From an optimization exercise on the open Yosys and OpenROAD flow, aimed at a short achievable clock period and few clock cycles per item; shortcuts taken in it are not production practice.
In this exercise RTL edits were held to simulation tests only and were not proved equivalent to the original.

`flow/design.v`:
```
module md4_iter_core (
   input  logic         clk,
   input  logic         rst,
   input  logic         start,
   input  logic         init_sel,
   input  logic [511:0] block_in,
   input  logic [127:0] chain_in,
   output logic         ready,
   output logic         busy,
   output logic         done,
   output logic [127:0] digest
);
   localparam logic [127:0] MD4_IV = 128'h10325476_98badcfe_efcdab89_67452301;
   logic [2:0] v_q;        
   logic         ready_q;    
   logic         done_q;
   logic [127:0] digest_q;
   logic [511:0] x_q;        
   logic [127:0] cv_q;       
   logic [127:0] cv_in;
   logic [127:0] dg;
   logic         accept;
   logic [511:0] xk1_q;      
   logic [511:0] xk2_q;      
   logic [511:0] xk1_in, xk2_in;
   logic [31:0]  r1_h, r1_cn, r1_n2, r1_y1, r1_gan, r1_gbn, r1_han, r1_hbn;
   logic [31:0]  r2_h, r2_cn, r2_n2, r2_y1, r2_gan, r2_gbn, r2_han, r2_hbn;
   logic [31:0]  r3_h, r3_cn, r3_n2, r3_y1, r3_gan, r3_gbn, r3_han, r3_hbn;
   assign cv_in  = init_sel ? MD4_IV : chain_in;
   for (genvar m = 0; m < 16; m++) begin : g_xk
      assign xk1_in[32*m +: 32] = block_in[32*m +: 32] + 32'h5a827999;
      assign xk2_in[32*m +: 32] = block_in[32*m +: 32] + 32'h6ed9eba1;
   end
   assign ready  = ready_q;
   assign busy   = ~ready;
   assign accept = start & ready;
   assign done   = done_q;
   assign digest = digest_q;
   logic [31:0] n0, t0, cn0, y0, g1_0, g0_0, h1_0, h0_0, g0, h0, hh0;
   logic [31:0] yc0, yi0;
   logic [31:0] n1, t1, cn1, y1, g1_1, g0_1, h1_1, h0_1, g1, h1, hh1;
   logic [31:0] yc1, yi1;
   logic [31:0] n2, t2, cn2, y2, g1_2, g0_2, h1_2, h0_2, g2, h2, hh2;
   logic [31:0] yc2, yi2;
   logic [31:0] n3, t3, cn3, y3, g1_3, g0_3, h1_3, h0_3, g3, h3, hh3;
   logic [31:0] yc3, yi3;
   logic [31:0] n4, t4, cn4, y4, g1_4, g0_4, h1_4, h0_4, g4, h4, hh4;
   logic [31:0] n5, t5, cn5, y5, g1_5, g0_5, h1_5, h0_5, g5, h5, hh5;
   logic [31:0] n6, t6, cn6, y6, g1_6, g0_6, h1_6, h0_6, g6, h6, hh6;
   logic [31:0] n7, t7, cn7, y7, g1_7, g0_7, h1_7, h0_7, g7, h7, hh7;
   logic [31:0] n8, t8, cn8, y8, g1_8, g0_8, h1_8, h0_8, g8, h8, hh8;
   logic [31:0] n9, t9, cn9, y9, g1_9, g0_9, h1_9, h0_9, g9, h9, hh9;
   logic [31:0] n10, t10, cn10, y10, g1_10, g0_10, h1_10, h0_10, g10, h10, hh10;
   logic [31:0] n11, t11, cn11, y11, g1_11, g0_11, h1_11, h0_11, g11, h11, hh11;
   logic [31:0] n12, t12, cn12, y12, g1_12, g0_12, h1_12, h0_12, g12, h12, hh12;
   logic [31:0] n13, t13, cn13, y13, g1_13, g0_13, h1_13, h0_13, g13, h13, hh13;
   logic [31:0] n14, t14, cn14, y14, g1_14, g0_14, h1_14, h0_14, g14, h14, hh14;
   logic [31:0] n15, t15, cn15, y15, g1_15, g0_15, h1_15, h0_15, g15, h15, hh15;
   logic [31:0] n16, t16, cn16, y16, g1_16, g0_16, h1_16, h0_16, g16, h16, hh16;
   logic [31:0] n17, t17, cn17, y17, g1_17, g0_17, h1_17, h0_17, g17, h17, hh17;
   logic [31:0] n18, t18, cn18, y18, g1_18, g0_18, h1_18, h0_18, g18, h18, hh18;
   logic [31:0] n19, t19, cn19, y19, g1_19, g0_19, h1_19, h0_19, g19, h19, hh19;
   logic [31:0] n20, t20, cn20, y20, g1_20, g0_20, h1_20, h0_20, g20, h20, hh20;
   logic [31:0] n21, t21, cn21, y21, g1_21, g0_21, h1_21, h0_21, g21, h21, hh21;
   logic [31:0] n22, t22, cn22, y22, g1_22, g0_22, h1_22, h0_22, g22, h22, hh22;
   logic [31:0] n23, t23, cn23, y23, g1_23, g0_23, h1_23, h0_23, g23, h23, hh23;
   logic [31:0] n24, t24, cn24, y24, g1_24, g0_24, h1_24, h0_24, g24, h24, hh24;
   logic [31:0] n25, t25, cn25, y25, g1_25, g0_25, h1_25, h0_25, g25, h25, hh25;
   logic [31:0] n26, t26, cn26, y26, g1_26, g0_26, h1_26, h0_26, g26, h26, hh26;
   logic [31:0] n27, t27, cn27, y27, g1_27, g0_27, h1_27, h0_27, g27, h27, hh27;
   logic [31:0] n28, t28, cn28, y28, g1_28, g0_28, h1_28, h0_28, g28, h28, hh28;
   logic [31:0] n29, t29, cn29, y29, g1_29, g0_29, h1_29, h0_29, g29, h29, hh29;
   logic [31:0] n30, t30, cn30, y30, g1_30, g0_30, h1_30, h0_30, g30, h30, hh30;
   logic [31:0] n31, t31, cn31, y31, g1_31, g0_31, h1_31, h0_31, g31, h31, hh31;
   logic [31:0] n32, t32, cn32, y32, g1_32, g0_32, h1_32, h0_32, g32, h32, hh32;
   logic [31:0] n33, t33, cn33, y33, g1_33, g0_33, h1_33, h0_33, g33, h33, hh33;
   logic [31:0] n34, t34, cn34, y34, g1_34, g0_34, h1_34, h0_34, g34, h34, hh34;
   logic [31:0] n35, t35, cn35, y35, g1_35, g0_35, h1_35, h0_35, g35, h35, hh35;
   logic [31:0] n36, t36, cn36, y36, g1_36, g0_36, h1_36, h0_36, g36, h36, hh36;
   logic [31:0] n37, t37, cn37, y37, g1_37, g0_37, h1_37, h0_37, g37, h37, hh37;
   logic [31:0] n38, t38, cn38, y38, g1_38, g0_38, h1_38, h0_38, g38, h38, hh38;
   logic [31:0] n39, t39, cn39, y39, g1_39, g0_39, h1_39, h0_39, g39, h39, hh39;
   logic [31:0] n40, t40, cn40, y40, g1_40, g0_40, h1_40, h0_40, g40, h40, hh40;
   logic [31:0] n41, t41, cn41, y41, g1_41, g0_41, h1_41, h0_41, g41, h41, hh41;
   logic [31:0] n42, t42, cn42, y42, g1_42, g0_42, h1_42, h0_42, g42, h42, hh42;
   logic [31:0] n43, t43, cn43, y43, g1_43, g0_43, h1_43, h0_43, g43, h43, hh43;
   logic [31:0] n44, t44, cn44, y44, g1_44, g0_44, h1_44, h0_44, g44, h44, hh44;
   logic [31:0] n45, t45, cn45, y45, g1_45, g0_45, h1_45, h0_45, g45, h45, hh45;
   logic [31:0] n46, t46, cn46, y46, g1_46, g0_46, h1_46, h0_46, g46, h46, hh46;
   logic [31:0] n47, t47, cn47, y47, g1_47, g0_47, h1_47, h0_47, g47, h47, hh47;
   logic [31:0] rn1;
   logic [31:0] rt1;
   logic [31:0] s1_y0, s1_g1, s1_g0, s1_h1, s1_h0, s1_gan, s1_gbn, s1_han, s1_hbn;
   logic [31:0] s1_y1;
   logic [31:0] rn2;
   logic [31:0] rt2;
   logic [31:0] s2_y0, s2_g1, s2_g0, s2_h1, s2_h0, s2_gan, s2_gbn, s2_han, s2_hbn;
   logic [31:0] s2_y1;
   logic [31:0] rn3;
   logic [31:0] rt3;
   logic [31:0] s3_y0, s3_g1, s3_g0, s3_h1, s3_h0, s3_gan, s3_gbn, s3_han, s3_hbn;
   logic [31:0] s3_y1;
   logic [31:0] dg1_g1, dg1_g0, dg1_h1, dg1_h0, dg1_g, dg1_h, dg1_hh, dg1_cn;
   md4_add u_y0 (.a(chain_in[31:0]), .b(block_in[31:0]), .s(yc0));
   assign yi0 = block_in[31:0] + 32'h67452301;
   assign y0 = init_sel ? yi0 : yc0;
   md4_pg #(.R(0), .INV(1)) u_pg0 (.c(cv_in[95:64]), .d(cv_in[127:96]), .y(y0), .g1(g1_0), .g0(g0_0), .h1(h1_0), .h0(h0_0));
   md4_sel_w u_sel0 (.b(cv_in[63:32]), .g1n(g1_0), .g0n(g0_0), .h1n(h1_0), .h0n(h0_0), .g(g0), .h(h0), .h2(hh0));
   md4_ks #(.INV(0)) u_ks0 (.g_in(g0), .h_in(h0), .cx(cn0), .t(t0));
   assign n0 = {t0[28:0], t0[31:29]};
   md4_add u_y1 (.a(chain_in[127:96]), .b(block_in[63:32]), .s(yc1));
   assign yi1 = block_in[63:32] + 32'h10325476;
   assign y1 = init_sel ? yi1 : yc1;
   md4_pg #(.R(0), .INV(0)) u_pg1 (.c(cv_in[63:32]), .d(cv_in[95:64]), .y(y1), .g1(g1_1), .g0(g0_1), .h1(h1_1), .h0(h0_1));
   md4_sel_f u_sel1 (.hb({hh0[28:0], hh0[31:29]}), .cbn({cn0[28:0], cn0[31:29]}), .g1(g1_1), .g0(g0_1), .h1(h1_1), .h0(h0_1), .g(g1), .h(h1), .h2(hh1));
   md4_ks #(.INV(0)) u_ks1 (.g_in(g1), .h_in(h1), .cx(cn1), .t(t1));
   assign n1 = {t1[24:0], t1[31:25]};
   md4_add u_y2 (.a(chain_in[95:64]), .b(block_in[95:64]), .s(yc2));
   assign yi2 = block_in[95:64] + 32'h98badcfe;
   assign y2 = init_sel ? yi2 : yc2;
   md4_pg #(.R(0), .INV(0)) u_pg2 (.c(n0), .d(cv_in[63:32]), .y(y2), .g1(g1_2), .g0(g0_2), .h1(h1_2), .h0(h0_2));
   md4_sel_f u_sel2 (.hb({hh1[24:0], hh1[31:25]}), .cbn({cn1[24:0], cn1[31:25]}), .g1(g1_2), .g0(g0_2), .h1(h1_2), .h0(h0_2), .g(g2), .h(h2), .h2(hh2));
   md4_ks #(.INV(0)) u_ks2 (.g_in(g2), .h_in(h2), .cx(cn2), .t(t2));
   assign n2 = {t2[20:0], t2[31:21]};
   md4_add u_y3 (.a(chain_in[63:32]), .b(block_in[127:96]), .s(yc3));
   assign yi3 = block_in[127:96] + 32'hefcdab89;
   assign y3 = init_sel ? yi3 : yc3;
   md4_pg #(.R(0), .INV(0)) u_pg3 (.c(n1), .d(n0), .y(y3), .g1(g1_3), .g0(g0_3), .h1(h1_3), .h0(h0_3));
   md4_sel_f u_sel3 (.hb({hh2[20:0], hh2[31:21]}), .cbn({cn2[20:0], cn2[31:21]}), .g1(g1_3), .g0(g0_3), .h1(h1_3), .h0(h0_3), .g(g3), .h(h3), .h2(hh3));
   md4_ks #(.INV(0)) u_ks3 (.g_in(g3), .h_in(h3), .cx(cn3), .t(t3));
   assign n3 = {t3[12:0], t3[31:13]};
   md4_add u_y4 (.a(n0), .b(block_in[159:128]), .s(y4));
   md4_pg #(.R(0), .INV(0)) u_pg4 (.c(n2), .d(n1), .y(y4), .g1(g1_4), .g0(g0_4), .h1(h1_4), .h0(h0_4));
   md4_sel_f u_sel4 (.hb({hh3[12:0], hh3[31:13]}), .cbn({cn3[12:0], cn3[31:13]}), .g1(g1_4), .g0(g0_4), .h1(h1_4), .h0(h0_4), .g(g4), .h(h4), .h2(hh4));
   md4_ks #(.INV(0)) u_ks4 (.g_in(g4), .h_in(h4), .cx(cn4), .t(t4));
   assign n4 = {t4[28:0], t4[31:29]};
   md4_add u_y5 (.a(n1), .b(block_in[191:160]), .s(y5));
   md4_pg #(.R(0), .INV(0)) u_pg5 (.c(n3), .d(n2), .y(y5), .g1(g1_5), .g0(g0_5), .h1(h1_5), .h0(h0_5));
   md4_sel_f u_sel5 (.hb({hh4[28:0], hh4[31:29]}), .cbn({cn4[28:0], cn4[31:29]}), .g1(g1_5), .g0(g0_5), .h1(h1_5), .h0(h0_5), .g(g5), .h(h5), .h2(hh5));
   md4_ks #(.INV(0)) u_ks5 (.g_in(g5), .h_in(h5), .cx(cn5), .t(t5));
   assign n5 = {t5[24:0], t5[31:25]};
   md4_add u_y6 (.a(n2), .b(block_in[223:192]), .s(y6));
   md4_pg #(.R(0), .INV(0)) u_pg6 (.c(n4), .d(n3), .y(y6), .g1(g1_6), .g0(g0_6), .h1(h1_6), .h0(h0_6));
   md4_sel_f u_sel6 (.hb({hh5[24:0], hh5[31:25]}), .cbn({cn5[24:0], cn5[31:25]}), .g1(g1_6), .g0(g0_6), .h1(h1_6), .h0(h0_6), .g(g6), .h(h6), .h2(hh6));
   md4_ks #(.INV(0)) u_ks6 (.g_in(g6), .h_in(h6), .cx(cn6), .t(t6));
   assign n6 = {t6[20:0], t6[31:21]};
   md4_add u_y7 (.a(n3), .b(block_in[255:224]), .s(y7));
   md4_pg #(.R(0), .INV(0)) u_pg7 (.c(n5), .d(n4), .y(y7), .g1(g1_7), .g0(g0_7), .h1(h1_7), .h0(h0_7));
   md4_sel_f u_sel7 (.hb({hh6[20:0], hh6[31:21]}), .cbn({cn6[20:0], cn6[31:21]}), .g1(g1_7), .g0(g0_7), .h1(h1_7), .h0(h0_7), .g(g7), .h(h7), .h2(hh7));
   md4_ks #(.INV(0)) u_ks7 (.g_in(g7), .h_in(h7), .cx(cn7), .t(t7));
   assign n7 = {t7[12:0], t7[31:13]};
   md4_add u_y8 (.a(n4), .b(block_in[287:256]), .s(y8));
   md4_pg #(.R(0), .INV(0)) u_pg8 (.c(n6), .d(n5), .y(y8), .g1(g1_8), .g0(g0_8), .h1(h1_8), .h0(h0_8));
   md4_sel_f u_sel8 (.hb({hh7[12:0], hh7[31:13]}), .cbn({cn7[12:0], cn7[31:13]}), .g1(g1_8), .g0(g0_8), .h1(h1_8), .h0(h0_8), .g(g8), .h(h8), .h2(hh8));
   md4_ks #(.INV(0)) u_ks8 (.g_in(g8), .h_in(h8), .cx(cn8), .t(t8));
   assign n8 = {t8[28:0], t8[31:29]};
   md4_sel_c u_sel9 (.cbn({r1_cn[28:0], r1_cn[31:29]}), .gan(r1_gan), .gbn(r1_gbn), .han(r1_han), .hbn(r1_hbn), .g(g9), .h(h9), .h2(hh9));
   md4_ks #(.INV(0)) u_ks9 (.g_in(g9), .h_in(h9), .cx(cn9), .t(t9));
   assign n9 = {t9[24:0], t9[31:25]};
   assign y10 = r1_y1;
   md4_pg #(.R(0), .INV(0)) u_pg10 (.c(rn1), .d(r1_n2), .y(y10), .g1(g1_10), .g0(g0_10), .h1(h1_10), .h0(h0_10));
   md4_sel_f u_sel10 (.hb({hh9[24:0], hh9[31:25]}), .cbn({cn9[24:0], cn9[31:25]}), .g1(g1_10), .g0(g0_10), .h1(h1_10), .h0(h0_10), .g(g10), .h(h10), .h2(hh10));
   md4_ks #(.INV(0)) u_ks10 (.g_in(g10), .h_in(h10), .cx(cn10), .t(t10));
   assign n10 = {t10[20:0], t10[31:21]};
   md4_add u_y11 (.a(r1_n2), .b(x_q[383:352]), .s(y11));
   md4_pg #(.R(0), .INV(0)) u_pg11 (.c(n9), .d(rn1), .y(y11), .g1(g1_11), .g0(g0_11), .h1(h1_11), .h0(h0_11));
   md4_sel_f u_sel11 (.hb({hh10[20:0], hh10[31:21]}), .cbn({cn10[20:0], cn10[31:21]}), .g1(g1_11), .g0(g0_11), .h1(h1_11), .h0(h0_11), .g(g11), .h(h11), .h2(hh11));
   md4_ks #(.INV(0)) u_ks11 (.g_in(g11), .h_in(h11), .cx(cn11), .t(t11));
   assign n11 = {t11[12:0], t11[31:13]};
   md4_add u_y12 (.a(rn1), .b(x_q[415:384]), .s(y12));
   md4_pg #(.R(0), .INV(0)) u_pg12 (.c(n10), .d(n9), .y(y12), .g1(g1_12), .g0(g0_12), .h1(h1_12), .h0(h0_12));
   md4_sel_f u_sel12 (.hb({hh11[12:0], hh11[31:13]}), .cbn({cn11[12:0], cn11[31:13]}), .g1(g1_12), .g0(g0_12), .h1(h1_12), .h0(h0_12), .g(g12), .h(h12), .h2(hh12));
   md4_ks #(.INV(0)) u_ks12 (.g_in(g12), .h_in(h12), .cx(cn12), .t(t12));
   assign n12 = {t12[28:0], t12[31:29]};
   md4_add u_y13 (.a(n9), .b(x_q[447:416]), .s(y13));
   md4_pg #(.R(0), .INV(0)) u_pg13 (.c(n11), .d(n10), .y(y13), .g1(g1_13), .g0(g0_13), .h1(h1_13), .h0(h0_13));
   md4_sel_f u_sel13 (.hb({hh12[28:0], hh12[31:29]}), .cbn({cn12[28:0], cn12[31:29]}), .g1(g1_13), .g0(g0_13), .h1(h1_13), .h0(h0_13), .g(g13), .h(h13), .h2(hh13));
   md4_ks #(.INV(0)) u_ks13 (.g_in(g13), .h_in(h13), .cx(cn13), .t(t13));
   assign n13 = {t13[24:0], t13[31:25]};
   md4_add u_y14 (.a(n10), .b(x_q[479:448]), .s(y14));
   md4_pg #(.R(0), .INV(0)) u_pg14 (.c(n12), .d(n11), .y(y14), .g1(g1_14), .g0(g0_14), .h1(h1_14), .h0(h0_14));
   md4_sel_f u_sel14 (.hb({hh13[24:0], hh13[31:25]}), .cbn({cn13[24:0], cn13[31:25]}), .g1(g1_14), .g0(g0_14), .h1(h1_14), .h0(h0_14), .g(g14), .h(h14), .h2(hh14));
   md4_ks #(.INV(0)) u_ks14 (.g_in(g14), .h_in(h14), .cx(cn14), .t(t14));
   assign n14 = {t14[20:0], t14[31:21]};
   md4_add u_y15 (.a(n11), .b(x_q[511:480]), .s(y15));
   md4_pg #(.R(0), .INV(0)) u_pg15 (.c(n13), .d(n12), .y(y15), .g1(g1_15), .g0(g0_15), .h1(h1_15), .h0(h0_15));
   md4_sel_f u_sel15 (.hb({hh14[20:0], hh14[31:21]}), .cbn({cn14[20:0], cn14[31:21]}), .g1(g1_15), .g0(g0_15), .h1(h1_15), .h0(h0_15), .g(g15), .h(h15), .h2(hh15));
   md4_ks #(.INV(0)) u_ks15 (.g_in(g15), .h_in(h15), .cx(cn15), .t(t15));
   assign n15 = {t15[12:0], t15[31:13]};
   md4_add u_y16 (.a(n12), .b(xk1_q[31:0]), .s(y16));
   md4_pg #(.R(1), .INV(0)) u_pg16 (.c(n14), .d(n13), .y(y16), .g1(g1_16), .g0(g0_16), .h1(h1_16), .h0(h0_16));
   md4_sel_f u_sel16 (.hb({hh15[12:0], hh15[31:13]}), .cbn({cn15[12:0], cn15[31:13]}), .g1(g1_16), .g0(g0_16), .h1(h1_16), .h0(h0_16), .g(g16), .h(h16), .h2(hh16));
   md4_ks #(.INV(0)) u_ks16 (.g_in(g16), .h_in(h16), .cx(cn16), .t(t16));
   assign n16 = {t16[28:0], t16[31:29]};
   md4_add u_y17 (.a(n13), .b(xk1_q[159:128]), .s(y17));
   md4_pg #(.R(1), .INV(0)) u_pg17 (.c(n15), .d(n14), .y(y17), .g1(g1_17), .g0(g0_17), .h1(h1_17), .h0(h0_17));
   md4_sel_f u_sel17 (.hb({hh16[28:0], hh16[31:29]}), .cbn({cn16[28:0], cn16[31:29]}), .g1(g1_17), .g0(g0_17), .h1(h1_17), .h0(h0_17), .g(g17), .h(h17), .h2(hh17));
   md4_ks #(.INV(0)) u_ks17 (.g_in(g17), .h_in(h17), .cx(cn17), .t(t17));
   assign n17 = {t17[26:0], t17[31:27]};
   md4_add u_y18 (.a(n14), .b(xk1_q[287:256]), .s(y18));
   md4_pg #(.R(1), .INV(0)) u_pg18 (.c(n16), .d(n15), .y(y18), .g1(g1_18), .g0(g0_18), .h1(h1_18), .h0(h0_18));
   md4_sel_f u_sel18 (.hb({hh17[26:0], hh17[31:27]}), .cbn({cn17[26:0], cn17[31:27]}), .g1(g1_18), .g0(g0_18), .h1(h1_18), .h0(h0_18), .g(g18), .h(h18), .h2(hh18));
   md4_ks #(.INV(0)) u_ks18 (.g_in(g18), .h_in(h18), .cx(cn18), .t(t18));
   assign n18 = {t18[22:0], t18[31:23]};
   md4_add u_y19 (.a(n15), .b(xk1_q[415:384]), .s(y19));
   md4_pg #(.R(1), .INV(0)) u_pg19 (.c(n17), .d(n16), .y(y19), .g1(g1_19), .g0(g0_19), .h1(h1_19), .h0(h0_19));
   md4_sel_f u_sel19 (.hb({hh18[22:0], hh18[31:23]}), .cbn({cn18[22:0], cn18[31:23]}), .g1(g1_19), .g0(g0_19), .h1(h1_19), .h0(h0_19), .g(g19), .h(h19), .h2(hh19));
   md4_ks #(.INV(0)) u_ks19 (.g_in(g19), .h_in(h19), .cx(cn19), .t(t19));
   assign n19 = {t19[18:0], t19[31:19]};
   md4_add u_y20 (.a(n16), .b(xk1_q[63:32]), .s(y20));
   md4_pg #(.R(1), .INV(0)) u_pg20 (.c(n18), .d(n17), .y(y20), .g1(g1_20), .g0(g0_20), .h1(h1_20), .h0(h0_20));
   md4_sel_f u_sel20 (.hb({hh19[18:0], hh19[31:19]}), .cbn({cn19[18:0], cn19[31:19]}), .g1(g1_20), .g0(g0_20), .h1(h1_20), .h0(h0_20), .g(g20), .h(h20), .h2(hh20));
   md4_ks #(.INV(0)) u_ks20 (.g_in(g20), .h_in(h20), .cx(cn20), .t(t20));
   assign n20 = {t20[28:0], t20[31:29]};
   md4_add u_y21 (.a(n17), .b(xk1_q[191:160]), .s(y21));
   md4_pg #(.R(1), .INV(0)) u_pg21 (.c(n19), .d(n18), .y(y21), .g1(g1_21), .g0(g0_21), .h1(h1_21), .h0(h0_21));
   md4_sel_f u_sel21 (.hb({hh20[28:0], hh20[31:29]}), .cbn({cn20[28:0], cn20[31:29]}), .g1(g1_21), .g0(g0_21), .h1(h1_21), .h0(h0_21), .g(g21), .h(h21), .h2(hh21));
   md4_ks #(.INV(0)) u_ks21 (.g_in(g21), .h_in(h21), .cx(cn21), .t(t21));
   assign n21 = {t21[26:0], t21[31:27]};
   md4_sel_c u_sel22 (.cbn({r2_cn[26:0], r2_cn[31:27]}), .gan(r2_gan), .gbn(r2_gbn), .han(r2_han), .hbn(r2_hbn), .g(g22), .h(h22), .h2(hh22));
   md4_ks #(.INV(0)) u_ks22 (.g_in(g22), .h_in(h22), .cx(cn22), .t(t22));
   assign n22 = {t22[22:0], t22[31:23]};
   assign y23 = r2_y1;
   md4_pg #(.R(1), .INV(0)) u_pg23 (.c(rn2), .d(r2_n2), .y(y23), .g1(g1_23), .g0(g0_23), .h1(h1_23), .h0(h0_23));
   md4_sel_f u_sel23 (.hb({hh22[22:0], hh22[31:23]}), .cbn({cn22[22:0], cn22[31:23]}), .g1(g1_23), .g0(g0_23), .h1(h1_23), .h0(h0_23), .g(g23), .h(h23), .h2(hh23));
   md4_ks #(.INV(0)) u_ks23 (.g_in(g23), .h_in(h23), .cx(cn23), .t(t23));
   assign n23 = {t23[18:0], t23[31:19]};
   md4_add u_y24 (.a(r2_n2), .b(xk1_q[95:64]), .s(y24));
   md4_pg #(.R(1), .INV(0)) u_pg24 (.c(n22), .d(rn2), .y(y24), .g1(g1_24), .g0(g0_24), .h1(h1_24), .h0(h0_24));
   md4_sel_f u_sel24 (.hb({hh23[18:0], hh23[31:19]}), .cbn({cn23[18:0], cn23[31:19]}), .g1(g1_24), .g0(g0_24), .h1(h1_24), .h0(h0_24), .g(g24), .h(h24), .h2(hh24));
   md4_ks #(.INV(0)) u_ks24 (.g_in(g24), .h_in(h24), .cx(cn24), .t(t24));
   assign n24 = {t24[28:0], t24[31:29]};
   md4_add u_y25 (.a(rn2), .b(xk1_q[223:192]), .s(y25));
   md4_pg #(.R(1), .INV(0)) u_pg25 (.c(n23), .d(n22), .y(y25), .g1(g1_25), .g0(g0_25), .h1(h1_25), .h0(h0_25));
   md4_sel_f u_sel25 (.hb({hh24[28:0], hh24[31:29]}), .cbn({cn24[28:0], cn24[31:29]}), .g1(g1_25), .g0(g0_25), .h1(h1_25), .h0(h0_25), .g(g25), .h(h25), .h2(hh25));
   md4_ks #(.INV(0)) u_ks25 (.g_in(g25), .h_in(h25), .cx(cn25), .t(t25));
   assign n25 = {t25[26:0], t25[31:27]};
   md4_add u_y26 (.a(n22), .b(xk1_q[351:320]), .s(y26));
   md4_pg #(.R(1), .INV(0)) u_pg26 (.c(n24), .d(n23), .y(y26), .g1(g1_26), .g0(g0_26), .h1(h1_26), .h0(h0_26));
   md4_sel_f u_sel26 (.hb({hh25[26:0], hh25[31:27]}), .cbn({cn25[26:0], cn25[31:27]}), .g1(g1_26), .g0(g0_26), .h1(h1_26), .h0(h0_26), .g(g26), .h(h26), .h2(hh26));
   md4_ks #(.INV(0)) u_ks26 (.g_in(g26), .h_in(h26), .cx(cn26), .t(t26));
   assign n26 = {t26[22:0], t26[31:23]};
   md4_add u_y27 (.a(n23), .b(xk1_q[479:448]), .s(y27));
   md4_pg #(.R(1), .INV(0)) u_pg27 (.c(n25), .d(n24), .y(y27), .g1(g1_27), .g0(g0_27), .h1(h1_27), .h0(h0_27));
   md4_sel_f u_sel27 (.hb({hh26[22:0], hh26[31:23]}), .cbn({cn26[22:0], cn26[31:23]}), .g1(g1_27), .g0(g0_27), .h1(h1_27), .h0(h0_27), .g(g27), .h(h27), .h2(hh27));
   md4_ks #(.INV(0)) u_ks27 (.g_in(g27), .h_in(h27), .cx(cn27), .t(t27));
   assign n27 = {t27[18:0], t27[31:19]};
   md4_add u_y28 (.a(n24), .b(xk1_q[127:96]), .s(y28));
   md4_pg #(.R(1), .INV(0)) u_pg28 (.c(n26), .d(n25), .y(y28), .g1(g1_28), .g0(g0_28), .h1(h1_28), .h0(h0_28));
   md4_sel_f u_sel28 (.hb({hh27[18:0], hh27[31:19]}), .cbn({cn27[18:0], cn27[31:19]}), .g1(g1_28), .g0(g0_28), .h1(h1_28), .h0(h0_28), .g(g28), .h(h28), .h2(hh28));
   md4_ks #(.INV(0)) u_ks28 (.g_in(g28), .h_in(h28), .cx(cn28), .t(t28));
   assign n28 = {t28[28:0], t28[31:29]};
   md4_add u_y29 (.a(n25), .b(xk1_q[255:224]), .s(y29));
   md4_pg #(.R(1), .INV(0)) u_pg29 (.c(n27), .d(n26), .y(y29), .g1(g1_29), .g0(g0_29), .h1(h1_29), .h0(h0_29));
   md4_sel_f u_sel29 (.hb({hh28[28:0], hh28[31:29]}), .cbn({cn28[28:0], cn28[31:29]}), .g1(g1_29), .g0(g0_29), .h1(h1_29), .h0(h0_29), .g(g29), .h(h29), .h2(hh29));
   md4_ks #(.INV(0)) u_ks29 (.g_in(g29), .h_in(h29), .cx(cn29), .t(t29));
   assign n29 = {t29[26:0], t29[31:27]};
   md4_add u_y30 (.a(n26), .b(xk1_q[383:352]), .s(y30));
   md4_pg #(.R(1), .INV(0)) u_pg30 (.c(n28), .d(n27), .y(y30), .g1(g1_30), .g0(g0_30), .h1(h1_30), .h0(h0_30));
   md4_sel_f u_sel30 (.hb({hh29[26:0], hh29[31:27]}), .cbn({cn29[26:0], cn29[31:27]}), .g1(g1_30), .g0(g0_30), .h1(h1_30), .h0(h0_30), .g(g30), .h(h30), .h2(hh30));
   md4_ks #(.INV(0)) u_ks30 (.g_in(g30), .h_in(h30), .cx(cn30), .t(t30));
   assign n30 = {t30[22:0], t30[31:23]};
   md4_add u_y31 (.a(n27), .b(xk1_q[511:480]), .s(y31));
   md4_pg #(.R(1), .INV(0)) u_pg31 (.c(n29), .d(n28), .y(y31), .g1(g1_31), .g0(g0_31), .h1(h1_31), .h0(h0_31));
   md4_sel_f u_sel31 (.hb({hh30[22:0], hh30[31:23]}), .cbn({cn30[22:0], cn30[31:23]}), .g1(g1_31), .g0(g0_31), .h1(h1_31), .h0(h0_31), .g(g31), .h(h31), .h2(hh31));
   md4_ks #(.INV(0)) u_ks31 (.g_in(g31), .h_in(h31), .cx(cn31), .t(t31));
   assign n31 = {t31[18:0], t31[31:19]};
   md4_add u_y32 (.a(n28), .b(xk2_q[31:0]), .s(y32));
   md4_pg #(.R(2), .INV(0)) u_pg32 (.c(n30), .d(n29), .y(y32), .g1(g1_32), .g0(g0_32), .h1(h1_32), .h0(h0_32));
   md4_sel_f u_sel32 (.hb({hh31[18:0], hh31[31:19]}), .cbn({cn31[18:0], cn31[31:19]}), .g1(g1_32), .g0(g0_32), .h1(h1_32), .h0(h0_32), .g(g32), .h(h32), .h2(hh32));
   md4_ks #(.INV(0)) u_ks32 (.g_in(g32), .h_in(h32), .cx(cn32), .t(t32));
   assign n32 = {t32[28:0], t32[31:29]};
   md4_add u_y33 (.a(n29), .b(xk2_q[287:256]), .s(y33));
   md4_pg #(.R(2), .INV(0)) u_pg33 (.c(n31), .d(n30), .y(y33), .g1(g1_33), .g0(g0_33), .h1(h1_33), .h0(h0_33));
   md4_sel_f u_sel33 (.hb({hh32[28:0], hh32[31:29]}), .cbn({cn32[28:0], cn32[31:29]}), .g1(g1_33), .g0(g0_33), .h1(h1_33), .h0(h0_33), .g(g33), .h(h33), .h2(hh33));
   md4_ks #(.INV(0)) u_ks33 (.g_in(g33), .h_in(h33), .cx(cn33), .t(t33));
   assign n33 = {t33[22:0], t33[31:23]};
   md4_add u_y34 (.a(n30), .b(xk2_q[159:128]), .s(y34));
   md4_pg #(.R(2), .INV(0)) u_pg34 (.c(n32), .d(n31), .y(y34), .g1(g1_34), .g0(g0_34), .h1(h1_34), .h0(h0_34));
   md4_sel_f u_sel34 (.hb({hh33[22:0], hh33[31:23]}), .cbn({cn33[22:0], cn33[31:23]}), .g1(g1_34), .g0(g0_34), .h1(h1_34), .h0(h0_34), .g(g34), .h(h34), .h2(hh34));
   md4_ks #(.INV(0)) u_ks34 (.g_in(g34), .h_in(h34), .cx(cn34), .t(t34));
   assign n34 = {t34[20:0], t34[31:21]};
   md4_sel_c u_sel35 (.cbn({r3_cn[20:0], r3_cn[31:21]}), .gan(r3_gan), .gbn(r3_gbn), .han(r3_han), .hbn(r3_hbn), .g(g35), .h(h35), .h2(hh35));
   md4_ks #(.INV(0)) u_ks35 (.g_in(g35), .h_in(h35), .cx(cn35), .t(t35));
   assign n35 = {t35[16:0], t35[31:17]};
   assign y36 = r3_y1;
   md4_pg #(.R(2), .INV(0)) u_pg36 (.c(rn3), .d(r3_n2), .y(y36), .g1(g1_36), .g0(g0_36), .h1(h1_36), .h0(h0_36));
   md4_sel_f u_sel36 (.hb({hh35[16:0], hh35[31:17]}), .cbn({cn35[16:0], cn35[31:17]}), .g1(g1_36), .g0(g0_36), .h1(h1_36), .h0(h0_36), .g(g36), .h(h36), .h2(hh36));
   md4_ks #(.INV(0)) u_ks36 (.g_in(g36), .h_in(h36), .cx(cn36), .t(t36));
   assign n36 = {t36[28:0], t36[31:29]};
   md4_add u_y37 (.a(r3_n2), .b(xk2_q[351:320]), .s(y37));
   md4_pg #(.R(2), .INV(0)) u_pg37 (.c(n35), .d(rn3), .y(y37), .g1(g1_37), .g0(g0_37), .h1(h1_37), .h0(h0_37));
   md4_sel_f u_sel37 (.hb({hh36[28:0], hh36[31:29]}), .cbn({cn36[28:0], cn36[31:29]}), .g1(g1_37), .g0(g0_37), .h1(h1_37), .h0(h0_37), .g(g37), .h(h37), .h2(hh37));
   md4_ks #(.INV(0)) u_ks37 (.g_in(g37), .h_in(h37), .cx(cn37), .t(t37));
   assign n37 = {t37[22:0], t37[31:23]};
   md4_add u_y38 (.a(rn3), .b(xk2_q[223:192]), .s(y38));
   md4_pg #(.R(2), .INV(0)) u_pg38 (.c(n36), .d(n35), .y(y38), .g1(g1_38), .g0(g0_38), .h1(h1_38), .h0(h0_38));
   md4_sel_f u_sel38 (.hb({hh37[22:0], hh37[31:23]}), .cbn({cn37[22:0], cn37[31:23]}), .g1(g1_38), .g0(g0_38), .h1(h1_38), .h0(h0_38), .g(g38), .h(h38), .h2(hh38));
   md4_ks #(.INV(0)) u_ks38 (.g_in(g38), .h_in(h38), .cx(cn38), .t(t38));
   assign n38 = {t38[20:0], t38[31:21]};
   md4_add u_y39 (.a(n35), .b(xk2_q[479:448]), .s(y39));
   md4_pg #(.R(2), .INV(0)) u_pg39 (.c(n37), .d(n36), .y(y39), .g1(g1_39), .g0(g0_39), .h1(h1_39), .h0(h0_39));
   md4_sel_f u_sel39 (.hb({hh38[20:0], hh38[31:21]}), .cbn({cn38[20:0], cn38[31:21]}), .g1(g1_39), .g0(g0_39), .h1(h1_39), .h0(h0_39), .g(g39), .h(h39), .h2(hh39));
   md4_ks #(.INV(0)) u_ks39 (.g_in(g39), .h_in(h39), .cx(cn39), .t(t39));
   assign n39 = {t39[16:0], t39[31:17]};
   md4_add u_y40 (.a(n36), .b(xk2_q[63:32]), .s(y40));
   md4_pg #(.R(2), .INV(0)) u_pg40 (.c(n38), .d(n37), .y(y40), .g1(g1_40), .g0(g0_40), .h1(h1_40), .h0(h0_40));
   md4_sel_f u_sel40 (.hb({hh39[16:0], hh39[31:17]}), .cbn({cn39[16:0], cn39[31:17]}), .g1(g1_40), .g0(g0_40), .h1(h1_40), .h0(h0_40), .g(g40), .h(h40), .h2(hh40));
   md4_ks #(.INV(0)) u_ks40 (.g_in(g40), .h_in(h40), .cx(cn40), .t(t40));
   assign n40 = {t40[28:0], t40[31:29]};
   md4_add u_y41 (.a(n37), .b(xk2_q[319:288]), .s(y41));
   md4_pg #(.R(2), .INV(0)) u_pg41 (.c(n39), .d(n38), .y(y41), .g1(g1_41), .g0(g0_41), .h1(h1_41), .h0(h0_41));
   md4_sel_f u_sel41 (.hb({hh40[28:0], hh40[31:29]}), .cbn({cn40[28:0], cn40[31:29]}), .g1(g1_41), .g0(g0_41), .h1(h1_41), .h0(h0_41), .g(g41), .h(h41), .h2(hh41));
   md4_ks #(.INV(0)) u_ks41 (.g_in(g41), .h_in(h41), .cx(cn41), .t(t41));
   assign n41 = {t41[22:0], t41[31:23]};
   md4_add u_y42 (.a(n38), .b(xk2_q[191:160]), .s(y42));
   md4_pg #(.R(2), .INV(0)) u_pg42 (.c(n40), .d(n39), .y(y42), .g1(g1_42), .g0(g0_42), .h1(h1_42), .h0(h0_42));
   md4_sel_f u_sel42 (.hb({hh41[22:0], hh41[31:23]}), .cbn({cn41[22:0], cn41[31:23]}), .g1(g1_42), .g0(g0_42), .h1(h1_42), .h0(h0_42), .g(g42), .h(h42), .h2(hh42));
   md4_ks #(.INV(0)) u_ks42 (.g_in(g42), .h_in(h42), .cx(cn42), .t(t42));
   assign n42 = {t42[20:0], t42[31:21]};
   md4_add u_y43 (.a(n39), .b(xk2_q[447:416]), .s(y43));
   md4_pg #(.R(2), .INV(0)) u_pg43 (.c(n41), .d(n40), .y(y43), .g1(g1_43), .g0(g0_43), .h1(h1_43), .h0(h0_43));
   md4_sel_f u_sel43 (.hb({hh42[20:0], hh42[31:21]}), .cbn({cn42[20:0], cn42[31:21]}), .g1(g1_43), .g0(g0_43), .h1(h1_43), .h0(h0_43), .g(g43), .h(h43), .h2(hh43));
   md4_ks #(.INV(0)) u_ks43 (.g_in(g43), .h_in(h43), .cx(cn43), .t(t43));
   assign n43 = {t43[16:0], t43[31:17]};
   md4_add u_y44 (.a(n40), .b(xk2_q[127:96]), .s(y44));
   md4_pg #(.R(2), .INV(0)) u_pg44 (.c(n42), .d(n41), .y(y44), .g1(g1_44), .g0(g0_44), .h1(h1_44), .h0(h0_44));
   md4_sel_f u_sel44 (.hb({hh43[16:0], hh43[31:17]}), .cbn({cn43[16:0], cn43[31:17]}), .g1(g1_44), .g0(g0_44), .h1(h1_44), .h0(h0_44), .g(g44), .h(h44), .h2(hh44));
   md4_ks #(.INV(0)) u_ks44 (.g_in(g44), .h_in(h44), .cx(cn44), .t(t44));
   assign n44 = {t44[28:0], t44[31:29]};
   md4_add u_y45 (.a(n41), .b(xk2_q[383:352]), .s(y45));
   md4_pg #(.R(2), .INV(0)) u_pg45 (.c(n43), .d(n42), .y(y45), .g1(g1_45), .g0(g0_45), .h1(h1_45), .h0(h0_45));
   md4_sel_f u_sel45 (.hb({hh44[28:0], hh44[31:29]}), .cbn({cn44[28:0], cn44[31:29]}), .g1(g1_45), .g0(g0_45), .h1(h1_45), .h0(h0_45), .g(g45), .h(h45), .h2(hh45));
   md4_ks #(.INV(0)) u_ks45 (.g_in(g45), .h_in(h45), .cx(cn45), .t(t45));
   assign n45 = {t45[22:0], t45[31:23]};
   md4_add u_y46 (.a(n42), .b(xk2_q[255:224]), .s(y46));
   md4_pg #(.R(2), .INV(0)) u_pg46 (.c(n44), .d(n43), .y(y46), .g1(g1_46), .g0(g0_46), .h1(h1_46), .h0(h0_46));
   md4_sel_f u_sel46 (.hb({hh45[22:0], hh45[31:23]}), .cbn({cn45[22:0], cn45[31:23]}), .g1(g1_46), .g0(g0_46), .h1(h1_46), .h0(h0_46), .g(g46), .h(h46), .h2(hh46));
   md4_ks #(.INV(0)) u_ks46 (.g_in(g46), .h_in(h46), .cx(cn46), .t(t46));
   assign n46 = {t46[20:0], t46[31:21]};
   md4_add u_y47 (.a(n43), .b(xk2_q[511:480]), .s(y47));
   md4_pg #(.R(2), .INV(0)) u_pg47 (.c(n45), .d(n44), .y(y47), .g1(g1_47), .g0(g0_47), .h1(h1_47), .h0(h0_47));
   md4_sel_f u_sel47 (.hb({hh46[20:0], hh46[31:21]}), .cbn({cn46[20:0], cn46[31:21]}), .g1(g1_47), .g0(g0_47), .h1(h1_47), .h0(h0_47), .g(g47), .h(h47), .h2(hh47));
   md4_ks #(.INV(0)) u_ks47 (.g_in(g47), .h_in(h47), .cx(cn47), .t(t47));
   assign n47 = {t47[16:0], t47[31:17]};
   assign rn1 = {rt1[28:0], rt1[31:29]};
   assign rt1 = ~(r1_h ^ r1_cn);
   md4_add u_s1_y0 (.a(n5), .b(block_in[319:288]), .s(s1_y0));
   md4_pg #(.R(0), .INV(0)) u_s1_pg (.c(n7), .d(n6), .y(s1_y0), .g1(s1_g1), .g0(s1_g0), .h1(s1_h1), .h0(s1_h0));
   md4_sel_p u_s1_sp (.hb({hh8[28:0], hh8[31:29]}), .g1(s1_g1), .g0(s1_g0), .h1(s1_h1), .h0(s1_h0), .gan(s1_gan), .gbn(s1_gbn), .han(s1_han), .hbn(s1_hbn));
   md4_add u_s1_y1 (.a(n6), .b(block_in[351:320]), .s(s1_y1));
   assign rn2 = {rt2[26:0], rt2[31:27]};
   assign rt2 = ~(r2_h ^ r2_cn);
   md4_add u_s2_y0 (.a(n18), .b(xk1_q[319:288]), .s(s2_y0));
   md4_pg #(.R(1), .INV(0)) u_s2_pg (.c(n20), .d(n19), .y(s2_y0), .g1(s2_g1), .g0(s2_g0), .h1(s2_h1), .h0(s2_h0));
   md4_sel_p u_s2_sp (.hb({hh21[26:0], hh21[31:27]}), .g1(s2_g1), .g0(s2_g0), .h1(s2_h1), .h0(s2_h0), .gan(s2_gan), .gbn(s2_gbn), .han(s2_han), .hbn(s2_hbn));
   md4_add u_s2_y1 (.a(n19), .b(xk1_q[447:416]), .s(s2_y1));
   assign rn3 = {rt3[20:0], rt3[31:21]};
   assign rt3 = ~(r3_h ^ r3_cn);
   md4_add u_s3_y0 (.a(n31), .b(xk2_q[415:384]), .s(s3_y0));
   md4_pg #(.R(2), .INV(0)) u_s3_pg (.c(n33), .d(n32), .y(s3_y0), .g1(s3_g1), .g0(s3_g0), .h1(s3_h1), .h0(s3_h0));
   md4_sel_p u_s3_sp (.hb({hh34[20:0], hh34[31:21]}), .g1(s3_g1), .g0(s3_g0), .h1(s3_h1), .h0(s3_h0), .gan(s3_gan), .gbn(s3_gbn), .han(s3_han), .hbn(s3_hbn));
   md4_add u_s3_y1 (.a(n32), .b(xk2_q[95:64]), .s(s3_y1));
   md4_add u_dg0 (.a(n44), .b(cv_q[31:0]), .s(dg[31:0]));
   md4_add u_dg2 (.a(n46), .b(cv_q[95:64]), .s(dg[95:64]));
   md4_add u_dg3 (.a(n45), .b(cv_q[127:96]), .s(dg[127:96]));
   md4_pg #(.R(3), .INV(0)) u_pgdg1 (.c('0), .d('0), .y(cv_q[63:32]), .g1(dg1_g1), .g0(dg1_g0), .h1(dg1_h1), .h0(dg1_h0));
   md4_sel_f u_seldg1 (.hb({hh47[16:0], hh47[31:17]}), .cbn({cn47[16:0], cn47[31:17]}), .g1(dg1_g1), .g0(dg1_g0), .h1(dg1_h1), .h0(dg1_h0), .g(dg1_g), .h(dg1_h), .h2(dg1_hh));
   md4_ks #(.INV(0)) u_dg1 (.g_in(dg1_g), .h_in(dg1_h), .cx(dg1_cn), .t(dg[63:32]));
   always_ff @(posedge clk) begin
      r1_h <= hh8;
      r1_cn <= cn8;
      r1_n2 <= n7;
      r1_gan <= s1_gan;
      r1_gbn <= s1_gbn;
      r1_han <= s1_han;
      r1_hbn <= s1_hbn;
      r1_y1 <= s1_y1;
      r2_h <= hh21;
      r2_cn <= cn21;
      r2_n2 <= n20;
      r2_gan <= s2_gan;
      r2_gbn <= s2_gbn;
      r2_han <= s2_han;
      r2_hbn <= s2_hbn;
      r2_y1 <= s2_y1;
      r3_h <= hh34;
      r3_cn <= cn34;
      r3_n2 <= n33;
      r3_gan <= s3_gan;
      r3_gbn <= s3_gbn;
      r3_han <= s3_han;
      r3_hbn <= s3_hbn;
      r3_y1 <= s3_y1;
   end
   always_ff @(posedge clk) begin
      if (ready) begin
         x_q   <= block_in;
         xk1_q <= xk1_in;
         xk2_q <= xk2_in;
         cv_q  <= cv_in;
      end
   end
   always_ff @(posedge clk or posedge rst) begin
      if (rst) begin
         v_q      <= '0;
         ready_q  <= 1'b1;
         done_q   <= 1'b0;
         digest_q <= '0;
      end else begin
         v_q      <= {v_q[1:0], accept};
         ready_q  <= ~(|{v_q[1:0], accept});
         done_q   <= v_q[2];
         if (v_q[2]) begin
            digest_q <= dg;
         end
      end
   end
endmodule
module g_a21oi (input logic a1, input logic a2, input logic b1, output logic y);
   assign y = ~((a1 & a2) | b1);
endmodule
module g_o21ai (input logic a1, input logic a2, input logic b1, output logic y);
   assign y = ~((a1 | a2) & b1);
endmodule
module g_nand2 (input logic a, input logic b, output logic y);
   assign y = ~(a & b);
endmodule
module g_nor2 (input logic a, input logic b, output logic y);
   assign y = ~(a | b);
endmodule
module g_xnor2 (input logic a, input logic b, output logic y);
   assign y = ~(a ^ b);
endmodule
module g_inv (input logic a, output logic y);
   assign y = ~a;
endmodule
module g_mux2 (input logic a0, input logic a1, input logic s, output logic y);
   assign y = s ? a1 : a0;
endmodule
module g_mux2i (input logic a0, input logic a1, input logic s, output logic y);
   assign y = ~(s ? a1 : a0);
endmodule
module md4_ks #(
   parameter int INV = 1
) (
   input  logic [31:0] g_in,
   input  logic [31:0] h_in,
   output logic [31:0] cx,
   output logic [31:0] t
);
   logic [31:0] g [6];
   logic [31:0] p [6];
   assign g[0] = g_in;
   assign p[0] = h_in;
   for (genvar l = 1; l <= 5; l++) begin : g_lvl
      localparam int D = 1 << (l - 1);
      localparam bit NEG = ((INV + l - 1) % 2) == 1;    
      for (genvar j = 0; j < 32; j++) begin : g_bit
         if (j < D) begin : g_pass
            g_inv u_g (.a(g[l-1][j]), .y(g[l][j]));
            assign p[l][j] = 1'b0;
         end else if (NEG) begin : g_neg
            g_o21ai u_g (.a1(p[l-1][j]), .a2(g[l-1][j-D]), .b1(g[l-1][j]), .y(g[l][j]));
            if (j >= 2 * D) begin : g_p
               g_nor2 u_p (.a(p[l-1][j]), .b(p[l-1][j-D]), .y(p[l][j]));
            end else begin : g_np
               assign p[l][j] = 1'b0;
            end
         end else begin : g_pos
            g_a21oi u_g (.a1(p[l-1][j]), .a2(g[l-1][j-D]), .b1(g[l-1][j]), .y(g[l][j]));
            if (j >= 2 * D) begin : g_p
               g_nand2 u_p (.a(p[l-1][j]), .b(p[l-1][j-D]), .y(p[l][j]));
            end else begin : g_np
               assign p[l][j] = 1'b0;
            end
         end
      end
   end
   assign cx = {g[5][30:0], INV ? 1'b0 : 1'b1};
   if (INV == 1) begin : g_tinv
      g_inv u_t0 (.a(h_in[0]), .y(t[0]));
   end else begin : g_ttrue
      assign t[0] = h_in[0];
   end
   for (genvar j = 1; j < 32; j++) begin : g_sum
      g_xnor2 u_t (.a(h_in[j]), .b(cx[j]), .y(t[j]));
   end
endmodule
module md4_add (
   input  logic [31:0] a,
   input  logic [31:0] b,
   output logic [31:0] s
);
   logic [31:0] gn, hn, c;
   for (genvar j = 0; j < 32; j++) begin : g_bit
      g_nand2 u_g (.a(a[j]), .b(b[j]), .y(gn[j]));
      g_xnor2 u_h (.a(a[j]), .b(b[j]), .y(hn[j]));
   end
   md4_ks #(.INV(1)) u_ks (.g_in(gn), .h_in(hn), .cx(c), .t(s));
endmodule
module md4_pg #(
   parameter int R = 0,
   parameter int INV = 0
) (
   input  logic [31:0] c,
   input  logic [31:0] d,
   input  logic [31:0] y,
   output logic [31:0] g1,
   output logic [31:0] g0,
   output logic [31:0] h1,
   output logic [31:0] h0
);
   logic [31:0] f1, f0;
   if (R == 0) begin : g_r0
      assign f1 = c;
      assign f0 = d;
   end else if (R == 1) begin : g_r1
      assign f1 = c | d;
      assign f0 = c & d;
   end else if (R == 2) begin : g_r2
      assign f1 = ~(c ^ d);
      assign f0 = c ^ d;
   end else begin : g_id
      assign f1 = '1;
      assign f0 = '0;
   end
   assign g1 = INV ? ~(f1 & y) : (f1 & y);
   assign g0 = INV ? ~(f0 & y) : (f0 & y);
   assign h1 = INV ? ~(f1 ^ y) : (f1 ^ y);
   assign h0 = INV ? ~(f0 ^ y) : (f0 ^ y);
endmodule
module md4_sel_w (
   input  logic [31:0] b,
   input  logic [31:0] g1n,
   input  logic [31:0] g0n,
   input  logic [31:0] h1n,
   input  logic [31:0] h0n,
   output logic [31:0] g,
   output logic [31:0] h,
   output logic [31:0] h2
);
   for (genvar j = 0; j < 32; j++) begin : g_bit
      g_mux2i u_g (.a0(g0n[j]), .a1(g1n[j]), .s(b[j]), .y(g[j]));
      g_mux2i u_h (.a0(h0n[j]), .a1(h1n[j]), .s(b[j]), .y(h[j]));
      g_mux2i u_h2 (.a0(h0n[j]), .a1(h1n[j]), .s(b[j]), .y(h2[j]));
   end
endmodule
module md4_sel_p (
   input  logic [31:0] hb,
   input  logic [31:0] g1,
   input  logic [31:0] g0,
   input  logic [31:0] h1,
   input  logic [31:0] h0,
   output logic [31:0] gan,
   output logic [31:0] gbn,
   output logic [31:0] han,
   output logic [31:0] hbn
);
   for (genvar j = 0; j < 32; j++) begin : g_bit
      g_mux2i u_ga (.a0(g0[j]), .a1(g1[j]), .s(hb[j]), .y(gan[j]));    
      g_mux2i u_gb (.a0(g1[j]), .a1(g0[j]), .s(hb[j]), .y(gbn[j]));    
      g_mux2i u_ha (.a0(h0[j]), .a1(h1[j]), .s(hb[j]), .y(han[j]));
      g_mux2i u_hb (.a0(h1[j]), .a1(h0[j]), .s(hb[j]), .y(hbn[j]));
   end
endmodule
module md4_sel_c (
   input  logic [31:0] cbn,
   input  logic [31:0] gan,
   input  logic [31:0] gbn,
   input  logic [31:0] han,
   input  logic [31:0] hbn,
   output logic [31:0] g,
   output logic [31:0] h,
   output logic [31:0] h2
);
   for (genvar j = 0; j < 32; j++) begin : g_bit
      g_mux2i u_g (.a0(gbn[j]), .a1(gan[j]), .s(cbn[j]), .y(g[j]));
      g_mux2i u_h (.a0(hbn[j]), .a1(han[j]), .s(cbn[j]), .y(h[j]));
      g_mux2i u_h2 (.a0(hbn[j]), .a1(han[j]), .s(cbn[j]), .y(h2[j]));
   end
endmodule
module md4_sel_f (
   input  logic [31:0] hb,
   input  logic [31:0] cbn,
   input  logic [31:0] g1,
   input  logic [31:0] g0,
   input  logic [31:0] h1,
   input  logic [31:0] h0,
   output logic [31:0] g,
   output logic [31:0] h,
   output logic [31:0] h2
);
   logic [31:0] gan, gbn, han, hbn;
   md4_sel_p u_p (.hb(hb), .g1(g1), .g0(g0), .h1(h1), .h0(h0), .gan(gan), .gbn(gbn), .han(han), .hbn(hbn));
   md4_sel_c u_c (.cbn(cbn), .gan(gan), .gbn(gbn), .han(han), .hbn(hbn), .g(g), .h(h), .h2(h2));
endmodule
```
`flow/run.sh`:
```
#!/bin/bash
# synth_recipe.tcl (not shown) runs the flow's synth.tcl, then flattens the netlist and writes it again
# the make line also repeats each setting of config.mk as NAME=value (left out here)
make -C /OpenROAD-flow-scripts/flow DESIGN_CONFIG=/design/flow/config.mk WORK_HOME=/design/flow/orfs CLKGATE_MAP_FILE= SYNTH_SCRIPT=/design/flow/synth_recipe.tcl finish
```
`flow/config.mk`:
```
export PLATFORM = sky130hd
export DESIGN_NAME = md4_iter_core
export DESIGN_NICKNAME = md4_iter_core
export VERILOG_FILES = /design/flow/design.v
export SDC_FILE = /design/flow/constraint.sdc
export NUM_CORES = 4
export LEC_CHECK = 0
export CAP_MARGIN = 40
export CORE_MARGIN = 2
export CORE_UTILIZATION = 40
export SETUP_SLACK_MARGIN = 5
export SLEW_MARGIN = 40
export SYNTH_HIERARCHICAL = 1
```
`flow/constraint.sdc`:
```
create_clock -name core_clock -period 25.0 [get_ports {clk}]
set_input_delay 5.0000 -clock core_clock [delete_from_list [all_inputs] [get_ports {clk}]]
set_output_delay 5.0000 -clock core_clock [all_outputs]
set_load 0.01 [all_outputs]
```
==> impl_metrics.yaml <==
setup_path:
  rr_worst_depth: 94
  crit_top_cell: "o21ai_1"
  critPathRequiredTime_ns: 25.90
  r2r-end: "digest_q[53]"
  crit_path_end_kind: "flip-flop"
  worst-setup-path-type: "in -> reg"
  rr_startpoint: "r3_cn[24]"
  worstPathArrival_ns: 21.28
  crit_path_max_incr_delay_ns: 0.81
  rrSetupSlack_ns: 4.96
  worst_setup_path_start_kind: "primary input"
  cp_max_fo: 12
  cpMaxStageDelayCell: "xnor2_1"
floorplanning:
  die_w_um: 1040
  dieHeight_um: 1040
  ios: 775
  row_count: 381
  initial_core_util_pct: 40.0
  core_area_mm2: 1.07
  die_area_mm2: 1.08
final_layout:
  drive_above_1_share_pct: 24.7
  fillers: 109000
  syn2layout_area_growth_pct: 21.3
  finalNetCount: 62300
  finalNonFillerCells: 74200
sta:
  finClkSkew_ns: 0.128
  fin_crit_ns: 20.38
  slew_violations: 0
  rsz0062_at_grt: "yes"
  finalSetupTns_ns: 0
  relSlewSlack_pct: 21.7
  finalHoldViolations: 0
  fmax_mhz: 49.1
  worst_pin_slew_ns: 1.17
  setup_violations: 0
  period_share_pct: 81.5
hold_path:
  hold_class: "reg -> reg"
  hold_path_end: "v_q[1]"
  hold_start: "v_q[0]"
  hold-path-cell-count: 0
yosys:
  ys.warnings.count: 17
  syn_avg_cell_area_um2: 7.84
  syn_area_mm2: 0.430
  postSynthCellCount: 54900
clock_network:
  path_clk_slew_ns: 0.06
  clock_latency_ns: 1.14
  cts_tree: "done"
  cts_buffers: 280
  cts.sinks: 2159
  cts_buffer_depth: 5
  root_buffer: "clkbuf_16"
  cts_hold_buf: 0
  htree_levels: 5
global_routing:
  grt_pass1_vias: 420000
  track_usage_pct: 50.9
  grt_pass1_wl_um: 3730000
  grt_overflow_total: 0
  antenna_found_initial: 525
  grt_max_degree: 172
detailed_routing:
  drtIter0Drc: 66800
  drc: 0
  ant_nets: 0
  routed_wl_um: 2920000
  vias: 471000
  firstDrtPassIters: 8
  wl_per_cell_um: 39.4
  vias_per_cell: 6.35
place:
  portBuffers: 774
  placed_cells: 72100
  gp_congestion: 1.22
  hpwl_um: 2580000
run_status:
  status: "timing/DRC/antenna clean"
job:
  drv_cap: 0
## layout by cell type, fill, tap and decap left out, types with 113 or more instances in the layout
| cell type | instances |
|---|---|
| nand3_1 | 123 |
| mux2i_2 | 976 |
| dfrtp_1 | 131 |
| buf_4 | 3165 |
| clkbuf_16 | 287 |
| ha_1 | 3076 |
| xor2_1 | 821 |
| o21ai_0 | 244 |
| edfxtp_1 | 1264 |
| a21oi_4 | 452 |
| mux2i_4 | 824 |
| xnor2_4 | 411 |
| nor2_2 | 188 |
| buf_2 | 163 |
| o21ai_1 | 6026 |
| o21ai_2 | 207 |
| nand2_1 | 6681 |
| mux2i_1 | 8867 |
| a21oi_1 | 211 |
| dfxtp_1 | 695 |
| nor3_1 | 113 |
| inv_1 | 4294 |
| mux2_2 | 179 |
| a21oi_2 | 5763 |
| xnor2_1 | 4719 |
| diode_2 | 990 |
| xnor2_2 | 640 |
| nor2_1 | 4922 |
| clkdlybuf4s50_1 | 585 |
| and2_2 | 512 |
| or2_1 | 514 |
## cell type report
type	instances	area, um^2	area share, %
sequential	2159	56700	10.9
antenna	990	2480	0.475
timing repair buffer	4036	32400	6.21
clock inverter	164	1810	0.346
inverter	4426	16800	3.21
tap	14400	18000	3.44
clock buffer	333	7510	1.44
multi-input combinational	47700	386000	74.0
## registers in the layout (all words and copies together) (netlist names), 128 cells and up
| name | flops |
|---|---|
| cv_q | 128 |
| digest_q | 128 |
| x_q | 160 |
| xk1_q | 512 |
| xk2_q | 464 |
## layer usage
metal | global-route usage (%) | vias up | part of all wire (%)
met3 | 25.0 | 8114 | 15
met2 | 65.4 | 32700 | 36
met4 | 46.6 | 214 | 11
li1 | - | 201000 | -
met1 | 60.9 | 229000 | 37
met5 | 3.14 | - | 0.25
## critical path: cells and delay by family
| kind | cells | cell delay, ns |
|---|---|---|
| compound gates | 32 | 6.69 |
| simple gates | 7 | 1.31 |
| xor+xnor | 5 | 2.51 |
| mux | 8 | 2.77 |
| buf+inv | 13 | 2.65 |
| fa+ha+maj | 1 | 0.26 |
## per-stage QoR
stage               cell area [um^2]  hold slack [ns]  worst slack (ns)  util [%]
detailed placement            486000            0.371              1.23      45.2
global route                  521000            0.397              4.59      48.5
CTS                           503000            0.383              5.00      46.8
floorplan                     430000            0.355              8.85         -
global placement              477000            0.362             0.887      44.4
finish                        522000            0.378              4.62      48.6
## what timing repair did
action	in CTS	in global routing
gates resized for setup	1360	1846
setup buffers	48	560
pin swaps	18	100
setup endpoints to repair	846	814
## how the worst max path moves through the flow
stage,end,depth (start not counted),start
CTS,r3_cn[31],86,r2_cn[2]
global placement,digest_q[58],85,r3_cn[28]
floorplan,r1_cn[31],63,block_in[15]
global route,digest_q[51],99,r3_cn[1]
detailed placement,digest_q[61],89,r3_cn[28]
finish,r1_y1[24],66,block_in[15]
Testbench counts, summed over its fixed seeds: cycles 2,048, blocks 512.

-- what the ideal ports hide --
Ports are ideal in the flow. The routed layout listed here was re-timed in OpenROAD. Step 1: set_driving_cell puts a clkbuf_16 on clk and a buf_2 on each other input, an assumption about the parent block. Step 2 also shifts input and output timing later by t, the mid clock arrival at the registers, as if the neighbouring blocks saw the same clock. a / b / c = ideal ports / drivers / drivers and shift; a / b = the first two.
t, ns: 1.240
setup WS [ns]: 4.619 / 4.750 / 3.510
worst slew at a driven data input, ns: 0.39
After both steps setup and hold are still met in this run. For this run, drivers alone change the setup slack by +0.131 ns; drivers and shift together by -1.109 ns.
